Source: an optimization exercise on an open RTL-to-GDS flow (aim: small area, a short achievable clock period and few clock cycles per item). Production flows keep margins and buffers that such runs may drop. In this exercise RTL edits were held to simulation tests only and were not proved equivalent to the original.

## flow/constraint.sdc

```tcl
create_clock -name core_clock -period 12.0 [get_ports {clk}]
set_input_delay 2.4000 -clock core_clock [delete_from_list [all_inputs] [get_ports {clk}]]
set_output_delay 2.4000 -clock core_clock [all_outputs]
set_load 0.01 [all_outputs]
```

## flow/config.mk

```make
export PLATFORM = sky130hd
export DESIGN_NAME = pot_pickup_cv_mixer
export DESIGN_NICKNAME = pot_pickup_cv_mixer
export VERILOG_FILES = /design/flow/design.v
export SDC_FILE = /design/flow/constraint.sdc
export NUM_CORES = 4
export LEC_CHECK = 0
export ABC_AREA = 1
export CAP_MARGIN = 20
export CORE_MARGIN = 2
export CORE_UTILIZATION = 65
export SLEW_MARGIN = 20
```

## flow/run.sh

```bash
#!/bin/bash
# synth_recipe.tcl (not shown) runs the flow's synth.tcl, then flattens the netlist and writes it again
# the make line also repeats each setting of config.mk as NAME=value (left out here)
make -C /OpenROAD-flow-scripts/flow DESIGN_CONFIG=/design/flow/config.mk WORK_HOME=/design/flow/orfs CLKGATE_MAP_FILE= SYNTH_SCRIPT=/design/flow/synth_recipe.tcl finish
```

## flow/design.v

```verilog
`timescale 1ns / 1ps
package ppcm_pkg;
	localparam int FS_BITS    = 12;
	localparam logic [FS_BITS-1:0] FS_MAX = '1;
	localparam int NUM_KNOBS   = 3;
	localparam int NUM_PRESETS = 32;
	localparam int KIND_W    = 2;
	localparam int PRESET_W  = 5;
	localparam int KNOB_W    = 2;
	localparam int VAL_W     = 8;
	localparam int DEPTH_W   = 7;
	localparam int MODE_W    = 2;
	localparam int CFG_W     = DEPTH_W;
	localparam int CFG_IDX_W = 2;
	localparam int MAX_DEPTH = 100;
	localparam logic [DEPTH_W-1:0] DEPTH_CAP = DEPTH_W'(MAX_DEPTH);
	localparam logic [KIND_W-1:0] KIND_SAMPLE = 2'd0;
	localparam logic [KIND_W-1:0] KIND_LOAD   = 2'd1;
	localparam logic [KIND_W-1:0] KIND_CLEAR  = 2'd2;
	localparam logic [MODE_W-1:0] CV_OFF = 2'd0;
	localparam logic [MODE_W-1:0] CV_UNI = 2'd1;
	localparam logic [MODE_W-1:0] CV_BI  = 2'd2;
	localparam logic [CFG_IDX_W-1:0] REG_CV_MODE   = 2'd0;
	localparam logic [CFG_IDX_W-1:0] REG_CV_TARGET = 2'd1;
	localparam logic [CFG_IDX_W-1:0] REG_CV_DEPTH  = 2'd2;
	function automatic logic [VAL_W-1:0] div_fs(input logic [19:0] m);
		logic [VAL_W:0] s;
		s = {1'b0, m[7:0]} + {1'b0, m[19:12]} + 9'd1;
		div_fs = m[19:12] + VAL_W'(&m[11:8] && s[VAL_W]);
	endfunction
	function automatic logic [VAL_W-1:0] scale_sel(input logic [VAL_W-1:0] q,
			input logic [VAL_W-1:0] lo, input logic [VAL_W-1:0] hi, input logic neg);
		logic [VAL_W-1:0] r;
		if (!neg) begin
			r = lo + q;
		end else if (q != '0) begin
			r = lo;
		end else begin
			r = hi;
		end
		scale_sel = r;
	endfunction
	function automatic logic [VAL_W-1:0] clamp_r(input logic signed [10:0] x,
			input logic [VAL_W-1:0] lo, input logic [VAL_W-1:0] hi);
		logic [VAL_W-1:0] res;
		if (x < $signed({3'b000, lo})) begin
			res = lo;
		end else if (x > $signed({3'b000, hi})) begin
			res = hi;
		end else begin
			res = x[VAL_W-1:0];
		end
		clamp_r = res;
	endfunction
	function automatic logic [19:0] div_step4(input logic [19:0] rq, input logic [VAL_W-1:0] dvs,
			input logic [VAL_W+1:0] d3);
		logic [VAL_W+1:0] t;
		logic [VAL_W+2:0] s1, s2, s3;
		logic             g1, g2, g3;
		logic [VAL_W-1:0] r;
		t  = rq[19:10];
		s1 = {1'b0, t} - {3'b000, dvs};
		s2 = {1'b0, t} - {2'b00, dvs, 1'b0};
		s3 = {1'b0, t} - {1'b0, d3};
		g1 = !s1[VAL_W+2];
		g2 = !s2[VAL_W+2];
		g3 = !s3[VAL_W+2];
		r  = (t[VAL_W-1:0] & {VAL_W{!g1}}) | (s1[VAL_W-1:0] & {VAL_W{g1 && !g2}})
			| (s2[VAL_W-1:0] & {VAL_W{g2 && !g3}}) | (s3[VAL_W-1:0] & {VAL_W{g3}});
		div_step4 = {r, rq[9:0], g2, g3 || (g1 && !g2)};
	endfunction
	function automatic logic [19:0] cv_k(input logic [6:0] d);
		logic [19:0] k;
		case (d)
			7'd0: k = 20'd0;
			7'd1: k = 20'd5243;
			7'd2: k = 20'd10486;
			7'd3: k = 20'd15729;
			7'd4: k = 20'd20972;
			7'd5: k = 20'd26215;
			7'd6: k = 20'd31458;
			7'd7: k = 20'd36701;
			7'd8: k = 20'd41944;
			7'd9: k = 20'd47186;
			7'd10: k = 20'd52429;
			7'd11: k = 20'd57672;
			7'd12: k = 20'd62915;
			7'd13: k = 20'd68158;
			7'd14: k = 20'd73401;
			7'd15: k = 20'd78644;
			7'd16: k = 20'd83887;
			7'd17: k = 20'd89129;
			7'd18: k = 20'd94372;
			7'd19: k = 20'd99615;
			7'd20: k = 20'd104858;
			7'd21: k = 20'd110101;
			7'd22: k = 20'd115344;
			7'd23: k = 20'd120587;
			7'd24: k = 20'd125830;
			7'd25: k = 20'd131072;
			7'd26: k = 20'd136315;
			7'd27: k = 20'd141558;
			7'd28: k = 20'd146801;
			7'd29: k = 20'd152044;
			7'd30: k = 20'd157287;
			7'd31: k = 20'd162530;
			7'd32: k = 20'd167773;
			7'd33: k = 20'd173016;
			7'd34: k = 20'd178258;
			7'd35: k = 20'd183501;
			7'd36: k = 20'd188744;
			7'd37: k = 20'd193987;
			7'd38: k = 20'd199230;
			7'd39: k = 20'd204473;
			7'd40: k = 20'd209716;
			7'd41: k = 20'd214959;
			7'd42: k = 20'd220201;
			7'd43: k = 20'd225444;
			7'd44: k = 20'd230687;
			7'd45: k = 20'd235930;
			7'd46: k = 20'd241173;
			7'd47: k = 20'd246416;
			7'd48: k = 20'd251659;
			7'd49: k = 20'd256902;
			7'd50: k = 20'd262144;
			7'd51: k = 20'd267387;
			7'd52: k = 20'd272630;
			7'd53: k = 20'd277873;
			7'd54: k = 20'd283116;
			7'd55: k = 20'd288359;
			7'd56: k = 20'd293602;
			7'd57: k = 20'd298845;
			7'd58: k = 20'd304088;
			7'd59: k = 20'd309330;
			7'd60: k = 20'd314573;
			7'd61: k = 20'd319816;
			7'd62: k = 20'd325059;
			7'd63: k = 20'd330302;
			7'd64: k = 20'd335545;
			7'd65: k = 20'd340788;
			7'd66: k = 20'd346031;
			7'd67: k = 20'd351273;
			7'd68: k = 20'd356516;
			7'd69: k = 20'd361759;
			7'd70: k = 20'd367002;
			7'd71: k = 20'd372245;
			7'd72: k = 20'd377488;
			7'd73: k = 20'd382731;
			7'd74: k = 20'd387974;
			7'd75: k = 20'd393216;
			7'd76: k = 20'd398459;
			7'd77: k = 20'd403702;
			7'd78: k = 20'd408945;
			7'd79: k = 20'd414188;
			7'd80: k = 20'd419431;
			7'd81: k = 20'd424674;
			7'd82: k = 20'd429917;
			7'd83: k = 20'd435160;
			7'd84: k = 20'd440402;
			7'd85: k = 20'd445645;
			7'd86: k = 20'd450888;
			7'd87: k = 20'd456131;
			7'd88: k = 20'd461374;
			7'd89: k = 20'd466617;
			7'd90: k = 20'd471860;
			7'd91: k = 20'd477103;
			7'd92: k = 20'd482345;
			7'd93: k = 20'd487588;
			7'd94: k = 20'd492831;
			7'd95: k = 20'd498074;
			7'd96: k = 20'd503317;
			7'd97: k = 20'd508560;
			7'd98: k = 20'd513803;
			7'd99: k = 20'd519046;
			7'd100: k = 20'd524288;
			default: k = 20'd0;
		endcase
		cv_k = k;
	endfunction
	function automatic logic [10:0] cv_h(input logic [6:0] d);
		logic [10:0] h;
		case (d)
			7'd0: h = 11'd0;
			7'd1: h = 11'd20;
			7'd2: h = 11'd40;
			7'd3: h = 11'd61;
			7'd4: h = 11'd81;
			7'd5: h = 11'd102;
			7'd6: h = 11'd122;
			7'd7: h = 11'd143;
			7'd8: h = 11'd163;
			7'd9: h = 11'd184;
			7'd10: h = 11'd204;
			7'd11: h = 11'd225;
			7'd12: h = 11'd245;
			7'd13: h = 11'd266;
			7'd14: h = 11'd286;
			7'd15: h = 11'd307;
			7'd16: h = 11'd327;
			7'd17: h = 11'd348;
			7'd18: h = 11'd368;
			7'd19: h = 11'd389;
			7'd20: h = 11'd409;
			7'd21: h = 11'd429;
			7'd22: h = 11'd450;
			7'd23: h = 11'd470;
			7'd24: h = 11'd491;
			7'd25: h = 11'd511;
			7'd26: h = 11'd532;
			7'd27: h = 11'd552;
			7'd28: h = 11'd573;
			7'd29: h = 11'd593;
			7'd30: h = 11'd614;
			7'd31: h = 11'd634;
			7'd32: h = 11'd655;
			7'd33: h = 11'd675;
			7'd34: h = 11'd696;
			7'd35: h = 11'd716;
			7'd36: h = 11'd737;
			7'd37: h = 11'd757;
			7'd38: h = 11'd778;
			7'd39: h = 11'd798;
			7'd40: h = 11'd819;
			7'd41: h = 11'd839;
			7'd42: h = 11'd859;
			7'd43: h = 11'd880;
			7'd44: h = 11'd900;
			7'd45: h = 11'd921;
			7'd46: h = 11'd941;
			7'd47: h = 11'd962;
			7'd48: h = 11'd982;
			7'd49: h = 11'd1003;
			7'd50: h = 11'd1023;
			7'd51: h = 11'd1044;
			7'd52: h = 11'd1064;
			7'd53: h = 11'd1085;
			7'd54: h = 11'd1105;
			7'd55: h = 11'd1126;
			7'd56: h = 11'd1146;
			7'd57: h = 11'd1167;
			7'd58: h = 11'd1187;
			7'd59: h = 11'd1208;
			7'd60: h = 11'd1228;
			7'd61: h = 11'd1248;
			7'd62: h = 11'd1269;
			7'd63: h = 11'd1289;
			7'd64: h = 11'd1310;
			7'd65: h = 11'd1330;
			7'd66: h = 11'd1351;
			7'd67: h = 11'd1371;
			7'd68: h = 11'd1392;
			7'd69: h = 11'd1412;
			7'd70: h = 11'd1433;
			7'd71: h = 11'd1453;
			7'd72: h = 11'd1474;
			7'd73: h = 11'd1494;
			7'd74: h = 11'd1515;
			7'd75: h = 11'd1535;
			7'd76: h = 11'd1556;
			7'd77: h = 11'd1576;
			7'd78: h = 11'd1597;
			7'd79: h = 11'd1617;
			7'd80: h = 11'd1638;
			7'd81: h = 11'd1658;
			7'd82: h = 11'd1678;
			7'd83: h = 11'd1699;
			7'd84: h = 11'd1719;
			7'd85: h = 11'd1740;
			7'd86: h = 11'd1760;
			7'd87: h = 11'd1781;
			7'd88: h = 11'd1801;
			7'd89: h = 11'd1822;
			7'd90: h = 11'd1842;
			7'd91: h = 11'd1863;
			7'd92: h = 11'd1883;
			7'd93: h = 11'd1904;
			7'd94: h = 11'd1924;
			7'd95: h = 11'd1945;
			7'd96: h = 11'd1965;
			7'd97: h = 11'd1986;
			7'd98: h = 11'd2006;
			7'd99: h = 11'd2027;
			7'd100: h = 11'd2047;
			default: h = 11'd0;
		endcase
		cv_h = h;
	endfunction
endpackage
`timescale 1ns / 1ps
module ppcm_ram (
	input  logic                          clk,
	input  logic                          we,
	input  logic [ppcm_pkg::PRESET_W-1:0] wp,
	input  logic [ppcm_pkg::KNOB_W-1:0]   wk,
	input  logic [ppcm_pkg::VAL_W-1:0]    wd,
	input  logic [ppcm_pkg::PRESET_W-1:0] rp,
	input  logic [ppcm_pkg::KNOB_W-1:0]   rk,
	output logic [ppcm_pkg::VAL_W-1:0]    rdata
);
	logic [ppcm_pkg::NUM_PRESETS-1:0][ppcm_pkg::NUM_KNOBS-1:0][ppcm_pkg::VAL_W-1:0] mem_q;
	always_ff @(posedge clk) begin
		for (int p = 0; p < ppcm_pkg::NUM_PRESETS; p++) begin
			for (int k = 0; k < ppcm_pkg::NUM_KNOBS; k++) begin
				if (we && wp == ppcm_pkg::PRESET_W'(p) && wk == ppcm_pkg::KNOB_W'(k)) begin
					mem_q[p][k] <= wd;
				end
			end
		end
	end
	always_comb begin
		rdata = '0;
		for (int p = 0; p < ppcm_pkg::NUM_PRESETS; p++) begin
			for (int k = 0; k < ppcm_pkg::NUM_KNOBS; k++) begin
				rdata = rdata | (mem_q[p][k]
					& {ppcm_pkg::VAL_W{rp == ppcm_pkg::PRESET_W'(p) && rk == ppcm_pkg::KNOB_W'(k)}});
			end
		end
	end
endmodule
`timescale 1ns / 1ps
module ppcm_lvl_div #(
	parameter int N = 1
) (
	input  logic [19:0]                   rq_i,
	input  logic [ppcm_pkg::VAL_W-1:0]    dvs,
	input  logic [ppcm_pkg::VAL_W+1:0]    d3,
	output logic [19:0]                   rq_o
);
	always_comb begin
		rq_o = rq_i;
		for (int i = 0; i < N; i++) begin
			rq_o = ppcm_pkg::div_step4(rq_o, dvs, d3);
		end
	end
endmodule
`timescale 1ns / 1ps
module pot_pickup_cv_mixer (
	input  logic                           clk,
	input  logic                           arst_n,
	input  logic                           in_valid,
	output logic                           in_ready,
	input  logic [ppcm_pkg::KIND_W-1:0]    in_kind,
	input  logic [ppcm_pkg::PRESET_W-1:0]  in_preset,
	input  logic [ppcm_pkg::KNOB_W-1:0]    in_knob,
	input  logic [ppcm_pkg::FS_BITS-1:0]   in_knob_reading,
	input  logic [ppcm_pkg::FS_BITS-1:0]   in_cv_reading,
	input  logic [ppcm_pkg::VAL_W-1:0]     in_range_low,
	input  logic [ppcm_pkg::VAL_W-1:0]     in_range_high,
	input  logic [ppcm_pkg::VAL_W-1:0]     in_load_value,
	output logic                           out_valid,
	input  logic                           out_ready,
	output logic [ppcm_pkg::FS_BITS-1:0]   out_drive_level,
	output logic [ppcm_pkg::VAL_W-1:0]     out_param_value,
	output logic                           out_picked_up,
	input  logic                           cfg_we,
	input  logic [ppcm_pkg::CFG_IDX_W-1:0] cfg_index,
	input  logic [ppcm_pkg::CFG_W-1:0]     cfg_data
);
	localparam int VW = ppcm_pkg::VAL_W;
	localparam int FW = ppcm_pkg::FS_BITS;
	localparam int PW = ppcm_pkg::PRESET_W;
	localparam int KW = ppcm_pkg::KNOB_W;
	localparam int NSK = 9;
	logic [NSK-1:0] skv_q;
	logic [NSK-1:0] en;
	logic [ppcm_pkg::MODE_W-1:0]  cv_mode_q;
	logic [KW-1:0]                cv_target_q;
	logic [ppcm_pkg::DEPTH_W-1:0] cv_depth_q;
	always_ff @(posedge clk or negedge arst_n) begin
		if (!arst_n) begin
			cv_mode_q   <= ppcm_pkg::CV_OFF;
			cv_target_q <= '0;
			cv_depth_q  <= '0;
		end else if (cfg_we) begin
			unique case (cfg_index)
				ppcm_pkg::REG_CV_MODE:   cv_mode_q   <= cfg_data[ppcm_pkg::MODE_W-1:0];
				ppcm_pkg::REG_CV_TARGET: cv_target_q <= cfg_data[KW-1:0];
				ppcm_pkg::REG_CV_DEPTH:  cv_depth_q  <= cfg_data;
				default: ;
			endcase
		end
	end
	logic [ppcm_pkg::DEPTH_W-1:0] dsat;
	logic [19:0] cvk_q;
	logic [10:0] cvh_q;
	logic        cvon_q;
	logic        m_uni_q, m_bi_q;
	always_comb begin
		dsat = (cv_depth_q > ppcm_pkg::DEPTH_CAP) ? ppcm_pkg::DEPTH_CAP : cv_depth_q;
	end
	always_ff @(posedge clk) begin
		cvk_q    <= ppcm_pkg::cv_k(dsat);
		cvh_q    <= ppcm_pkg::cv_h(dsat);
		cvon_q   <= cv_depth_q != '0;
		m_uni_q  <= cv_mode_q == ppcm_pkg::CV_UNI;
		m_bi_q   <= cv_mode_q == ppcm_pkg::CV_BI;
	end
	logic            a_v;
	logic [1:0]      a_kind;
	logic [PW-1:0]   a_preset;
	logic [KW-1:0]   a_knob;
	logic [FW-1:0]   a_rd, a_cvr;
	logic [VW-1:0]   a_lo, a_hi;
	assign in_ready = en[0];
	always_ff @(posedge clk or negedge arst_n) begin
		if (!arst_n) begin
			a_v <= 1'b0;
		end else if (en[1]) begin
			a_v <= in_valid;
		end
	end
	always_ff @(posedge clk) begin
		if (en[1]) begin
			a_kind   <= in_kind;
			a_preset <= in_preset;
			a_knob   <= in_knob;
			a_rd     <= (in_kind == ppcm_pkg::KIND_LOAD) ? FW'(in_load_value) : in_knob_reading;
			a_cvr    <= in_cv_reading;
			a_lo     <= in_range_low;
			a_hi     <= in_range_high;
		end
	end
	logic            a_neg;
	logic [VW-1:0]   a_span;
	logic [25:0]     a_pl, a_ph;
	always_comb begin
		a_neg  = a_hi < a_lo;
		a_span = a_neg ? a_lo - a_hi : a_hi - a_lo;
		a_pl   = 26'(a_cvr[5:0]) * 26'(cvk_q);
		a_ph   = 26'(a_cvr[11:6]) * 26'(cvk_q);
	end
	logic            b_v;
	logic            b_load, b_sample, b_clear, b_k3, b_cvsel, b_neg;
	logic [PW-1:0]   b_preset;
	logic [KW-1:0]   b_knob;
	logic [FW-1:0]   b_rd;
	logic [VW-1:0]   b_lo, b_hi, b_span;
	logic [19:0]     b_pl;
	logic [25:0]     b_ph;
	always_ff @(posedge clk or negedge arst_n) begin
		if (!arst_n) begin
			b_v <= 1'b0;
		end else if (en[2]) begin
			b_v <= a_v;
		end
	end
	always_ff @(posedge clk) begin
		if (en[2]) begin
			b_load   <= a_kind == ppcm_pkg::KIND_LOAD;
			b_sample <= a_kind == ppcm_pkg::KIND_SAMPLE;
			b_clear  <= a_kind == ppcm_pkg::KIND_CLEAR;
			b_k3     <= a_knob == 2'd3;
			b_cvsel  <= (a_knob == cv_target_q) && cvon_q;
			b_neg    <= a_neg;
			b_preset <= a_preset;
			b_knob   <= a_knob;
			b_rd     <= a_rd;
			b_lo     <= a_lo;
			b_hi     <= a_hi;
			b_span   <= a_span;
			b_pl     <= a_pl[25:6];
			b_ph     <= a_ph;
		end
	end
	logic [25:0]     b_sum;
	always_comb begin
		b_sum = 26'(b_pl) + b_ph;
	end
	logic            c_v;
	logic            c_load, c_sample, c_clear, c_k3, c_cvsel, c_neg;
	logic [PW-1:0]   c_preset;
	logic [KW-1:0]   c_knob;
	logic [FW-1:0]   c_rd, c_c;
	logic [VW-1:0]   c_lo, c_hi, c_span;
	logic [15:0]     c_mpl, c_mph;
	logic [14:0]     c_mhl, c_mhh;
	always_ff @(posedge clk or negedge arst_n) begin
		if (!arst_n) begin
			c_v <= 1'b0;
		end else if (en[3]) begin
			c_v <= b_v;
		end
	end
	always_ff @(posedge clk) begin
		if (en[3]) begin
			c_load   <= b_load;
			c_sample <= b_sample;
			c_clear  <= b_clear;
			c_k3     <= b_k3;
			c_cvsel  <= b_cvsel;
			c_neg    <= b_neg;
			c_preset <= b_preset;
			c_knob   <= b_knob;
			c_rd     <= b_rd;
			c_c      <= b_sum[24:13];
			c_lo     <= b_lo;
			c_hi     <= b_hi;
			c_span   <= b_span;
			c_mpl    <= 16'(b_rd) * 16'(b_span[3:0]);
			c_mph    <= 16'(b_rd) * 16'(b_span[7:4]);
			c_mhl    <= 15'(cvh_q) * 15'(b_span[3:0]);
			c_mhh    <= 15'(cvh_q) * 15'(b_span[7:4]);
		end
	end
	logic [VW-1:0]   c_qp, c_qh;
	logic [FW:0]     c_uni;
	logic signed [FW+1:0] c_bi;
	logic [FW-1:0]   c_lvl;
	always_comb begin
		c_qp  = ppcm_pkg::div_fs(20'(c_mpl) + {c_mph, 4'd0});
		c_qh  = ppcm_pkg::div_fs(20'(c_mhl) + {1'b0, c_mhh, 4'd0});
		c_uni = {1'b0, c_rd} + {1'b0, c_c};
		c_bi  = $signed({2'b00, c_rd}) + $signed({2'b00, c_c}) - $signed({3'b000, cvh_q});
		if (!c_cvsel) begin
			c_lvl = c_rd;
		end else if (m_uni_q) begin
			c_lvl = c_uni[FW] ? ppcm_pkg::FS_MAX : c_uni[FW-1:0];
		end else if (m_bi_q) begin
			if (c_bi < 0) begin
				c_lvl = '0;
			end else if (c_bi > $signed({2'b00, ppcm_pkg::FS_MAX})) begin
				c_lvl = ppcm_pkg::FS_MAX;
			end else begin
				c_lvl = c_bi[FW-1:0];
			end
		end else begin
			c_lvl = c_rd;
		end
	end
	logic            d_v;
	logic            d_load, d_sample, d_clear, d_k3, d_cvsel, d_neg, d_lt2, d_hnz;
	logic [PW-1:0]   d_preset;
	logic [KW-1:0]   d_knob;
	logic [FW-1:0]   d_lvl;
	logic [VW-1:0]   d_lo, d_hi, d_span, d_ldv, d_qp, d_qh;
	logic [15:0]     d_mcl, d_mch;
	always_ff @(posedge clk or negedge arst_n) begin
		if (!arst_n) begin
			d_v <= 1'b0;
		end else if (en[4]) begin
			d_v <= c_v;
		end
	end
	always_ff @(posedge clk) begin
		if (en[4]) begin
			d_load   <= c_load;
			d_sample <= c_sample;
			d_clear  <= c_clear;
			d_k3     <= c_k3;
			d_cvsel  <= c_cvsel;
			d_neg    <= c_neg;
			d_lt2    <= {c_hi, 1'b0} < {1'b0, c_lo};
			d_hnz    <= c_hi != '0;
			d_preset <= c_preset;
			d_knob   <= c_knob;
			d_lvl    <= c_lvl;
			d_lo     <= c_lo;
			d_hi     <= c_hi;
			d_span   <= c_span;
			d_ldv    <= c_rd[VW-1:0];
			d_qp     <= c_qp;
			d_qh     <= c_qh;
			d_mcl    <= 16'(c_c) * 16'(c_span[3:0]);
			d_mch    <= 16'(c_c) * 16'(c_span[7:4]);
		end
	end
	logic            e_v;
	logic            e_load, e_sample, e_clear, e_k3, e_cvsel, e_neg, e_lt2, e_hnz;
	logic [PW-1:0]   e_preset;
	logic [KW-1:0]   e_knob;
	logic [FW-1:0]   e_lvl;
	logic [VW-1:0]   e_lo, e_hi, e_span, e_p8v, e_qp, e_qh, e_qc;
	always_ff @(posedge clk or negedge arst_n) begin
		if (!arst_n) begin
			e_v <= 1'b0;
		end else if (en[5]) begin
			e_v <= d_v;
		end
	end
	always_ff @(posedge clk) begin
		if (en[5]) begin
			e_load   <= d_load;
			e_sample <= d_sample;
			e_clear  <= d_clear;
			e_k3     <= d_k3;
			e_cvsel  <= d_cvsel;
			e_neg    <= d_neg;
			e_lt2    <= d_lt2;
			e_hnz    <= d_hnz;
			e_preset <= d_preset;
			e_knob   <= d_knob;
			e_lvl    <= d_lvl;
			e_lo     <= d_lo;
			e_hi     <= d_hi;
			e_span   <= d_span;
			e_p8v    <= d_load ? d_ldv : ppcm_pkg::scale_sel(d_qp, d_lo, d_hi, d_neg);
			e_qp     <= d_qp;
			e_qh     <= d_qh;
			e_qc     <= ppcm_pkg::div_fs(20'(d_mcl) + {d_mch, 4'd0});
		end
	end
	logic            e_pz, e_cz, e_hz, e_vlo;
	logic signed [VW+2:0] e_t;
	always_comb begin
		e_pz = e_qp == '0;
		e_cz = e_qc == '0;
		e_hz = e_qh == '0;
		if (m_uni_q) begin
			e_t   = $signed({3'b000, e_qp}) + $signed({3'b000, e_qc}) + $signed({3'b000, e_lo});
			e_vlo = e_pz && e_cz && e_lt2;
		end else if (m_bi_q) begin
			e_t   = $signed({3'b000, e_qp}) + $signed({3'b000, e_qc}) - $signed({3'b000, e_qh});
			if (e_cz == e_hz) begin
				e_vlo = e_pz;
			end else if (!e_cz) begin
				e_vlo = e_pz && e_lt2;
			end else begin
				e_vlo = e_pz || e_hnz;
			end
		end else begin
			e_t   = $signed({3'b000, e_qp});
			e_vlo = !e_pz;
		end
	end
	logic            x_v;
	logic            x_load, x_sample, x_clear, x_k3, x_cvsel, x_neg;
	logic [PW-1:0]   x_preset;
	logic [KW-1:0]   x_knob;
	logic [FW-1:0]   x_lvl;
	logic [VW-1:0]   x_lo, x_vneg, x_span, x_p8v;
	logic signed [VW+2:0] x_t;
	always_ff @(posedge clk or negedge arst_n) begin
		if (!arst_n) begin
			x_v <= 1'b0;
		end else if (en[5]) begin
			x_v <= e_v;
		end
	end
	always_ff @(posedge clk) begin
		if (en[5]) begin
			x_load   <= e_load;
			x_sample <= e_sample;
			x_clear  <= e_clear;
			x_k3     <= e_k3;
			x_cvsel  <= e_cvsel;
			x_neg    <= e_neg;
			x_preset <= e_preset;
			x_knob   <= e_knob;
			x_lvl    <= e_lvl;
			x_lo     <= e_lo;
			x_vneg   <= e_vlo ? e_lo : e_hi;
			x_span   <= e_span;
			x_p8v    <= e_p8v;
			x_t      <= e_t;
		end
	end
	logic [VW-1:0]   x_vcv, x_wd, x_srd;
	logic            x_fwd;
	always_comb begin
		if (x_neg) begin
			x_vcv = x_vneg;
		end else if (x_t < 0) begin
			x_vcv = x_lo;
		end else if (x_t > $signed({3'b000, x_span})) begin
			x_vcv = x_lo + x_span;
		end else begin
			x_vcv = x_lo + x_t[VW-1:0];
		end
		x_wd = (x_cvsel && !x_load) ? x_vcv : x_p8v;
	end
	logic            f_v;
	logic            f_load, f_sample, f_clear, f_k3, f_cvsel, f_neg, f_fwd;
	logic [PW-1:0]   f_preset;
	logic [KW-1:0]   f_knob;
	logic [FW-1:0]   f_lvl;
	logic [VW-1:0]   f_lo, f_span, f_p8v, f_wd, f_srd;
	logic            w_we, l_we;
	logic [VW-1:0]   l_wd;
	logic [ppcm_pkg::NUM_KNOBS-1:0] flags_q;
	ppcm_ram u_ram (
		.clk   (clk),
		.we    (w_we && en[6]),
		.wp    (f_preset),
		.wk    (f_knob),
		.wd    (f_wd),
		.rp    (x_preset),
		.rk    (x_knob),
		.rdata (x_srd)
	);
	always_comb begin
		x_fwd = f_v && (f_preset == x_preset) && (f_knob == x_knob);
	end
	always_ff @(posedge clk or negedge arst_n) begin
		if (!arst_n) begin
			f_v <= 1'b0;
		end else if (en[6]) begin
			f_v <= x_v;
		end
	end
	always_ff @(posedge clk) begin
		if (en[6]) begin
			f_load   <= x_load;
			f_sample <= x_sample;
			f_clear  <= x_clear;
			f_k3     <= x_k3;
			f_cvsel  <= x_cvsel;
			f_neg    <= x_neg;
			f_fwd    <= x_fwd;
			f_preset <= x_preset;
			f_knob   <= x_knob;
			f_lvl    <= x_lvl;
			f_lo     <= x_lo;
			f_span   <= x_span;
			f_p8v    <= x_p8v;
			f_wd     <= x_wd;
			f_srd    <= x_srd;
			l_we     <= w_we;
			l_wd     <= f_wd;
		end
	end
	logic [VW-1:0]   f_s, f_val, f_rem0;
	logic            f_hit, f_fk, f_usea, f_inr, f_useq, f_pu;
	logic signed [VW+1:0] f_n;
	logic [FW-1:0]   f_lvlx;
	logic [VW+1:0]   f_span3;
	always_comb begin
		f_s    = (f_fwd && l_we) ? l_wd : f_srd;
		f_hit  = f_p8v == f_s;
		unique case (f_knob)
			2'd0:    f_fk = flags_q[0];
			2'd1:    f_fk = flags_q[1];
			2'd2:    f_fk = flags_q[2];
			default: f_fk = 1'b0;
		endcase
		w_we   = f_v && !f_k3 && (f_load || (f_sample && (f_cvsel || f_fk)));
		f_usea = f_cvsel || f_fk || f_hit;
		f_val  = f_k3 ? '0 : (w_we ? f_wd : f_s);
		if (f_k3 || f_clear) begin
			f_pu = 1'b0;
		end else if (f_sample) begin
			f_pu = f_fk || f_hit;
		end else begin
			f_pu = f_fk;
		end
		f_n    = f_neg ? $signed({2'b00, f_lo}) - $signed({2'b00, f_s})
		               : $signed({2'b00, f_s}) - $signed({2'b00, f_lo});
		f_inr  = (f_n > 0) && (f_n <= $signed({2'b00, f_span}));
		f_rem0 = f_neg ? f_lo + ~f_s : f_s + ~f_lo;
		if (!f_sample || f_k3) begin
			f_lvlx = '0;
		end else if (f_usea) begin
			f_lvlx = f_lvl;
		end else if (f_n <= 0 || f_span == '0) begin
			f_lvlx = '0;
		end else begin
			f_lvlx = ppcm_pkg::FS_MAX;
		end
		f_useq  = f_sample && !f_k3 && !f_usea && f_inr;
		f_span3 = {2'b00, f_span} + {1'b0, f_span, 1'b0};
	end
	always_ff @(posedge clk or negedge arst_n) begin
		if (!arst_n) begin
			flags_q <= '0;
		end else if (en[6] && f_v) begin
			if (f_clear) begin
				flags_q <= '0;
			end else if (f_sample && !f_k3 && f_hit) begin
				flags_q[f_knob] <= 1'b1;
			end
		end
	end
	logic            g_v, g_pu;
	logic [19:0]     g_rq, g_rqn;
	logic [VW-1:0]   g_dvs, g_val;
	logic [VW+1:0]   g_d3;
	always_ff @(posedge clk or negedge arst_n) begin
		if (!arst_n) begin
			g_v <= 1'b0;
		end else if (en[7]) begin
			g_v <= f_v;
		end
	end
	always_ff @(posedge clk) begin
		if (en[7]) begin
			g_pu  <= f_pu;
			g_val <= f_val;
			g_rq  <= f_useq ? {f_rem0, 4'hF, ~f_rem0} : {8'd0, f_lvlx};
			g_dvs <= f_useq ? f_span : 8'd1;
			g_d3  <= f_useq ? f_span3 : 10'd3;
		end
	end
	ppcm_lvl_div #(.N(2)) u_div_g (
		.rq_i (g_rq),
		.dvs  (g_dvs),
		.d3   (g_d3),
		.rq_o (g_rqn)
	);
	logic            h_v, h_pu;
	logic [19:0]     h_rq, h_rqn;
	logic [VW-1:0]   h_dvs, h_val;
	logic [VW+1:0]   h_d3;
	always_ff @(posedge clk or negedge arst_n) begin
		if (!arst_n) begin
			h_v <= 1'b0;
		end else if (en[7]) begin
			h_v <= g_v;
		end
	end
	always_ff @(posedge clk) begin
		if (en[7]) begin
			h_pu  <= g_pu;
			h_val <= g_val;
			h_rq  <= g_rqn;
			h_dvs <= g_dvs;
			h_d3  <= g_d3;
		end
	end
	ppcm_lvl_div #(.N(2)) u_div_h (
		.rq_i (h_rq),
		.dvs  (h_dvs),
		.d3   (h_d3),
		.rq_o (h_rqn)
	);
	logic            i_v, i_pu;
	logic [19:0]     i_rq, i_rqn;
	logic [VW-1:0]   i_dvs, i_val;
	logic [VW+1:0]   i_d3;
	always_ff @(posedge clk or negedge arst_n) begin
		if (!arst_n) begin
			i_v <= 1'b0;
		end else if (en[8]) begin
			i_v <= h_v;
		end
	end
	always_ff @(posedge clk) begin
		if (en[8]) begin
			i_pu  <= h_pu;
			i_val <= h_val;
			i_rq  <= h_rqn;
			i_dvs <= h_dvs;
			i_d3  <= h_d3;
		end
	end
	ppcm_lvl_div #(.N(2)) u_div_i (
		.rq_i (i_rq),
		.dvs  (i_dvs),
		.d3   (i_d3),
		.rq_o (i_rqn)
	);
	logic            r_v;
	logic [FW+VW:0]  r_res;
	always_comb begin
		r_v   = i_v;
		r_res = {i_rqn[FW-1:0], i_val, i_pu};
	end
	logic            o_v;
	logic [FW+VW:0]  o_d, sk_d;
	logic            push, o_free;
	always_comb begin
		en     = ~skv_q;
		push   = en[8] && r_v;
		o_free = !o_v || out_ready;
	end
	always_ff @(posedge clk or negedge arst_n) begin
		if (!arst_n) begin
			o_v <= 1'b0;
		end else if (o_free) begin
			o_v <= skv_q[8] || push;
		end
	end
	always_ff @(posedge clk or negedge arst_n) begin
		if (!arst_n) begin
			skv_q <= '0;
		end else begin
			for (int k = 0; k < NSK; k++) begin
				if (o_free) begin
					skv_q[k] <= 1'b0;
				end else if (!skv_q[k] && r_v) begin
					skv_q[k] <= 1'b1;
				end
			end
		end
	end
	always_ff @(posedge clk) begin
		if (o_free) begin
			if (skv_q[8]) begin
				o_d <= sk_d;
			end else if (push) begin
				o_d <= r_res;
			end
		end else if (push) begin
			sk_d <= r_res;
		end
	end
	assign out_valid       = o_v;
	assign out_drive_level = o_d[FW+VW:VW+1];
	assign out_param_value = o_d[VW:1];
	assign out_picked_up   = o_d[0];
endmodule
```

==> notes.md <==
top cell type by total area after synthesis=edfxtp_1; clk_skew=about 65 ps; Final period util=approximately 40%; Syn Nets=approximately 10000; Routed WL=282800 um; CP max stage delay=930 ps; Skew-Pair Late Insertion Delay=860 ps; Synth Area in Adders=14.08%; top_reg_cell synth=edfxtp_1; Fmax achieved=209.2 MHz; first-pass GRT wire length=approximately 420000 um; dominant cells by area after synthesis=edfxtp_1 50%, nand2_1 10%, ha_1 7.6%; root buffer cell=clkbuf_16; GRT overflow=0; Fin. Hold Viols=0; FP Rows=138; top-area cell type share of the netlist area=50.46%; setup slack after layout=7219 ps; Final Max Slew Viols=0; Worst Setup End Kind=flop; largest family of logic cells by synthesized area=simple AND/OR/NAND/NOR gates; slowest CP cell=edfxtp_1; Post-synth EDFFs=roughly 1500; GP Congestion=around 1; CTS tree=yes; count leader, synth=nand2_1; Clock Sinks=1614; antenna violations before repair=19; Post-Synth XOR/XNOR Area=2.511%; area of the mapped netlist=approximately 0.09 mm2; register area share after synthesis=52.10%; hold bufs inserted after CTS=0; Post-Synth Simple-Gate Area=17.62%; Syn Inst Count=9333; Tmin final=4781 ps; core box area=0.1411 mm2; DRT iter0 DRCs=~9900; Post-Syn Area per Cell=9.865 um2; layout cells sized above 1=4.775%; CTS resizes=0; Die Y-Extent=about 380 um; Pre-Repair DR Iteration Count=9; Post-synth ARST share=2.107%; crit start category=flop; critical-path cell list=nand2_1, fa_1, fa_1, fa_1, inv_1, ha_1, nand3_1, nand2_1, a21oi_1, o21ai_0, inv_1, o21ai_0, a21oi_1, xnor2_1; CP Data Required Time=roughly 13000 ps; worst slack at placement=7364 ps; number of setup violations in the final report=0; Max Cap Viol=0; # H-tree levels=4; Most common cell on crit path=fa_1; final net count=between 10000 and 15000; Ports=94; #FFs+latches synth=1614; Area after DPL=approximately 0.095 mm2; Tightest Pin Transition=between 1000 and 1500 ps; GRT Util Overall=about two fifths; DRC=0; area delta synth->final=9.216%; CP delay by family, top=adder cells; CTS Buf Count=162; post-synth cell types=67; post-CTS setup buffers=0; status=timing/DRC/antenna clean; Design Area, Final=0.1006 mm2; relative slew slack=9.834%; pin count of the biggest net entering global routing=80; via count=between 70000 and 80000; setup TNS=0 ps; synth cell count leaders=2520 x nand2_1, 1547 x edfxtp_1, 1325 x inv_1; Max Root-Sink Buffers=3; mux contribution to synthesized area=0.02174%; die footprint=0.1447 mm2; peak fanout along the critical path=19; synth warn=3; die width=380.4 um; WHS=411.7 ps; CP arrival=5370 ps; Worst Hold Class=reg2reg; Bufs and invs on worst path=2; vias per inst=6.137; DP Wirelength=204300 um; Crit Path Class=reg2reg; PortBufs=93; unrepaired setup endpoints after global routing=false; drt wl/cell=approximately 25 um; vias in the first global route=69250; ANT nets after route=0; clock-pin slew on the worst setup and hold paths=60 ps; post-synthesis compound-gate area fraction=7.203%; Initial Util=65.27%
-- cell usage in the layout (no fill, tap or decap), types with 163 or more instances in the layout --
| cell type | n |
|---|---|
| a21oi_1 | 443 |
| clkbuf_16 | 163 |
| edfxtp_1 | 1547 |
| fa_1 | 300 |
| ha_1 | 556 |
| inv_1 | 1316 |
| nand2_1 | 2520 |
| nand3_1 | 437 |
| nor2_1 | 644 |
| o21ai_0 | 248 |
| xor2_1 | 179 |
-- kinds of logic after synthesis --
kind of cell,after synthesis
compound gates,1101
xor+xnor,264
fa+ha+maj,856
buf+inv,1553
flops,1614
mux,2
simple gates,3943
-- flip-flops by register name, summed over array words and instances (netlist names), 15 cells and up --
register / count
u_ram.mem_q: 768
g_rq: 20
o_d: 21
d_mch: 16
sk_d: 21
c_mhh: 15
b_pl: 20
c_mhl: 15
c_mpl: 16
i_rq: 20
h_rq: 20
cvk_q: 19
b_ph: 25
c_mph: 16
d_mcl: 16
-- metrics by stage --
stage	utilization [%]	cells
floorplan	-	9333
global placement	67.42	11190
detailed placement	67.44	11190
CTS	71.20	11480
global route	71.26	11490
finish	71.28	11500
-- layout make-up --
type | count | area (um2)
antenna | 15 | 37.54
fill | 10190 | 40520
clock buffer | 189 | 4197
clock inverter | 99 | 1106
sequential | 1614 | 47970
multi-input combinational | 6166 | 38210
inverter | 1348 | 5080
timing repair buffer | 176 | 1590
tap | 1890 | 2365
-- layer usage --
layer | GRT usage (%) | vias up | share of wire, %
li1 | - | 31480 | -
met1 | 50.64 | 33340 | 36
met2 | 61.52 | 4688 | 45
met3 | 9.366 | 1038 | 12
met4 | 21.40 | 20 | 6.8
met5 | 0 | - | 0.051
-- worst paths after layout --
kind	start	to	slack [ps]	cells past startpoint
setup reg to reg	a_cvr[11]	b_ph[18]	7220	14
setup / recovery	a_cvr[11]	b_ph[18]	7220	14
max in group asynchronous	arst_n	i_v	9890	1
min in group asynchronous	arst_n	cv_depth_q[0]	1620	1
hold / removal	b_hi[7]	c_hi[7]	410	0
hold reg to reg	b_hi[7]	c_hi[7]	410	0
Testbench counts, summed over its fixed seeds: cycles 14,424, items 13,686.

what the ideal ports hide:
The flow's constraints put no driver on any port. The routed layout listed below was extracted and timed again, unchanged, in two steps.
Step 1, drivers: a clkbuf_16 drives clk and a buf_2 each remaining input, both assumed.
Step 2 adds t to the input delays and takes it off the output delays; t is the mean of the earliest and latest rising clock arrival at the registers after step 1. Input paths then give back, and output paths get back, about the clock's delay inside the block.
Three values: ideal ports, drivers, drivers and shift; two values: the first two.
t (ns): 0.914
setup slack, ns: 7.219 / 7.219 / 7.219
latest minus earliest clock arrival (ns): 0.071 / 0.071
After both steps this run still meets setup and hold. For this run, drivers alone change the setup slack by 0.000 ns; drivers and shift together by 0.000 ns.
